Background: an optimization exercise with open tools, aiming at small area and a short achievable clock period. Do not read the settings as production practice.
In this exercise RTL edits were held to simulation tests only and were not proved equivalent to the original.

Setup of run A:
## fpmul_queue_wrapper
module fpmul_queue_wrapper #(
  parameter int DW    = 32,
  parameter int DEPTH = 4,
  parameter int CNT_W = $clog2(DEPTH) + 1
) (
  input  logic          Clk,
  input  logic          Rst_n,
  input  logic [2:0]    A,
  input  logic          WE,
  input  logic          RE,
  input  logic [DW-1:0] InData,
  output logic [DW-1:0] OutData,
  output logic          irq,
  output logic          done_sig
);
  localparam int PW = $clog2(DEPTH);
  localparam logic [CNT_W-1:0] FULL = CNT_W'(DEPTH);
  localparam logic [8:0] E_ZERO   = 9'd0;
  localparam logic [8:0] E_ZERO_D = 9'd1;
  localparam logic [8:0] E_NAN_D  = 9'd509;
  localparam logic [8:0] E_INF    = 9'd510;
  localparam logic [8:0] E_NAN    = 9'd511;
  logic wr_opa, wr_opb, wr_ctrl, rd_pop, flush, err_clr;
  logic cmd_full, cmd_empty, res_empty, res_full, cmd_push, cmd_pop, res_push, res_pop;
  logic [DW-1:0]    opa_q, opb_q;
  logic             va_q, vb_q;
  logic             irq_en_q, ovf_q, unf_q;
  logic [PW-1:0]    cmd_rd_q, res_rd_q;
  logic [CNT_W-1:0] cmd_cnt_q, res_cnt_q;
  logic [2:0]       ph_q;
  logic             drop_q;
  assign wr_opa    = WE && (A == 3'd0);
  assign wr_opb    = WE && (A == 3'd1);
  assign wr_ctrl   = WE && (A == 3'd5);
  assign rd_pop    = RE && (A == 3'd2);
  assign flush     = wr_ctrl && InData[1];
  assign err_clr   = wr_ctrl && InData[0];
  assign cmd_full  = (cmd_cnt_q == FULL);
  assign cmd_empty = (cmd_cnt_q == '0);
  assign res_empty = (res_cnt_q == '0);
  assign res_full  = (res_cnt_q == FULL);
  assign cmd_push  = wr_opb && !cmd_full;
  ...
clock: 12.0 ns
lec_check: 0
cap_margin: 20
core_margin: 2
core_utilization: 40
slew_margin: 20
synth_hierarchical: 1
standard.sh (not shown) runs the stock make flow with config.mk's settings and CLKGATE_MAP_FILE= SYNTH_SCRIPT=/design/flow/synth_recipe.tcl, a recipe that flattens the netlist after the stock synthesis.
==> flow/flow/run.sh <==
#!/bin/bash
set -euo pipefail
CTS="-sink_clustering_enable -repair_clock_nets -dont_use_dummy_load"
CTS="$CTS -buf_list {sky130_fd_sc_hd__clkbuf_8 sky130_fd_sc_hd__clkbuf_16}"
CTS="$CTS -sink_clustering_size 26 -sink_clustering_max_diameter 110"
bash standard.sh SETUP_SLACK_MARGIN=5.9 "CTS_ARGS=$CTS" \
  "BUFFER_PORTS_ARGS=-buffer_cell sky130_fd_sc_hd__buf_1" \
  "PRE_IO_PLACEMENT_TCL=$PWD/flow/io.tcl" finish > standard.log 2>&1
==> flow/flow/io.tcl <==
# Keep the bus ports whose paths run from input to output (A, WE, RE to OutData,
# done_sig) together on one edge of the die.
set pins {A[0] A[1] A[2] WE RE done_sig irq}
for {set i 0} {$i < 32} {incr i} { lappend pins "OutData\[$i\]" }
set_io_pin_constraint -pin_names $pins -region left:*
Run A: flow completed, timing, DRC and antenna clean
Inputs modified between run A and run B:
==> flow/flow/run.sh <==
#!/bin/bash
set -euo pipefail
CTS="-sink_clustering_enable -repair_clock_nets -dont_use_dummy_load"
CTS="$CTS -buf_list {sky130_fd_sc_hd__clkbuf_8 sky130_fd_sc_hd__clkbuf_16}"
CTS="$CTS -sink_clustering_size 20 -sink_clustering_max_diameter 100"
bash standard.sh SETUP_SLACK_MARGIN=6.0 "CTS_ARGS=$CTS" finish > standard.log 2>&1
removed: flow/flow/io.tcl
Notes after the runs:
Delta (run B minus run A): count of clock buffers in the final design picked up an extra 6; total routed wire length on the met1 layer lost 270 um; routed wire length picked up an extra about 7%; hold slack lost 0.0078 ns.
Diff run A -> run B | number of nets in the finished design | up slightly
Of run B and run A, it is run B that has the higher final cell area excluding filler cells.
Run B: half-perimeter wire length of the detailed placement result higher than run A
| clock insertion delay at the later pin of the skew report | run B vs run A | 0.02 ns higher |
Arrival time of the worst setup path: run B < run A
[inputs] run C vs run B
==> flow/flow/run.sh <==
#!/bin/bash
set -euo pipefail
CTS="-sink_clustering_enable -repair_clock_nets -dont_use_dummy_load"
CTS="$CTS -buf_list {sky130_fd_sc_hd__clkbuf_8 sky130_fd_sc_hd__clkbuf_16}"
CTS="$CTS -sink_clustering_size 26 -sink_clustering_max_diameter 110"
bash standard.sh SETUP_SLACK_MARGIN=5.9 "CTS_ARGS=$CTS" \
  "BUFFER_PORTS_ARGS=-buffer_cell sky130_fd_sc_hd__buf_1" finish > standard.log 2>&1
Re number of distinct library cells after synthesis: no difference whatsoever between run B and run C. Between run C and run B, the met1 track demand over resource is higher for run B. Time the worst path needs with I/O delays and setup: run C vs run B down 0.040 ns. Per the comparison of run C with run B, layout-stage area growth over the synthesis result dropped 4.0 points, post-layout worst setup margin increased 0.040 ns, final cell area excluding filler cells shrank by 930 um2. Run C ended with less met2 routing resource usage after global routing than run B. Re cell count of the worst hold path: no difference whatsoever between run B and run C. Worst hold slack after final layout in run C is 0.0099 ns above run B.
Changes in run D relative to run C:
# run C
export LEC_CHECK = 0
export CAP_MARGIN = 20
export CORE_MARGIN = 2
export CORE_UTILIZATION = 40
export SLEW_MARGIN = 20
export SYNTH_HIERARCHICAL = 1
create_clock -name core_clock -period 12.0 [get_ports {Clk}]
# run D
export LEC_CHECK = 0
export CAP_MARGIN = 5
export CORE_MARGIN = 2
export CORE_UTILIZATION = 40
export SLEW_MARGIN = 5
export SYNTH_HIERARCHICAL = 1
create_clock -name core_clock -period 12.0 [get_ports {Clk}]
diff --git a/flow/flow/run.sh b/flow/flow/run.sh
--- a/flow/flow/run.sh
+++ b/flow/flow/run.sh
@@ -6,2 +6,2 @@
 bash standard.sh SETUP_SLACK_MARGIN=5.9 "CTS_ARGS=$CTS" \
-  "BUFFER_PORTS_ARGS=-buffer_cell sky130_fd_sc_hd__buf_1" finish > standard.log 2>&1
+  "BUFFER_PORTS_ARGS=-buffer_cell sky130_fd_sc_hd__buf_2" finish > standard.log 2>&1
## What came out
Run D: done, clean on timing, DRC and antenna. For area added between synthesis and finish, run D and run C come out practically identical. Run D against run C: global-route usage shrank by 0.36 points, xor/xnor cell area share of the yosys netlist held steady.

==> what the ideal ports hide <==
The results above use ideal ports. As a check the final layouts listed here were re-extracted and re-timed, cells and wires unchanged.
Step 1 sets driving cells, clkbuf_16 on the clock port and buf_2 on the other inputs (assumed; they add their load-dependent delay and slew).
Step 2 also shifts input and output timing later by t, the mid clock arrival at the registers, as if the neighbouring blocks saw the same clock.
a / b / c = ideal ports / drivers / drivers and shift; a / b = the first two.
| run | shift t [ns] | slack for setup (ns) | latest minus earliest clock arrival (ns) | pins driven straight from the clock port |
|---|---|---|---|---|
| run A | 0.618 | 5.821 / 5.799 / 5.799 | 0.036 / 0.036 | 1 |
| run B | 0.639 | 5.923 / 5.868 / 5.868 | 0.043 / 0.044 | 1 |
| run C | 0.614 | 5.963 / 5.924 / 5.924 | 0.048 / 0.048 | 1 |
| run D | 0.615 | 5.932 / 5.901 / 5.901 | 0.023 / 0.023 | 1 |
After both steps setup and hold are still met in every run listed. For run B, which loses most, drivers alone change the setup slack by -0.055 ns; drivers and shift together by -0.055 ns.
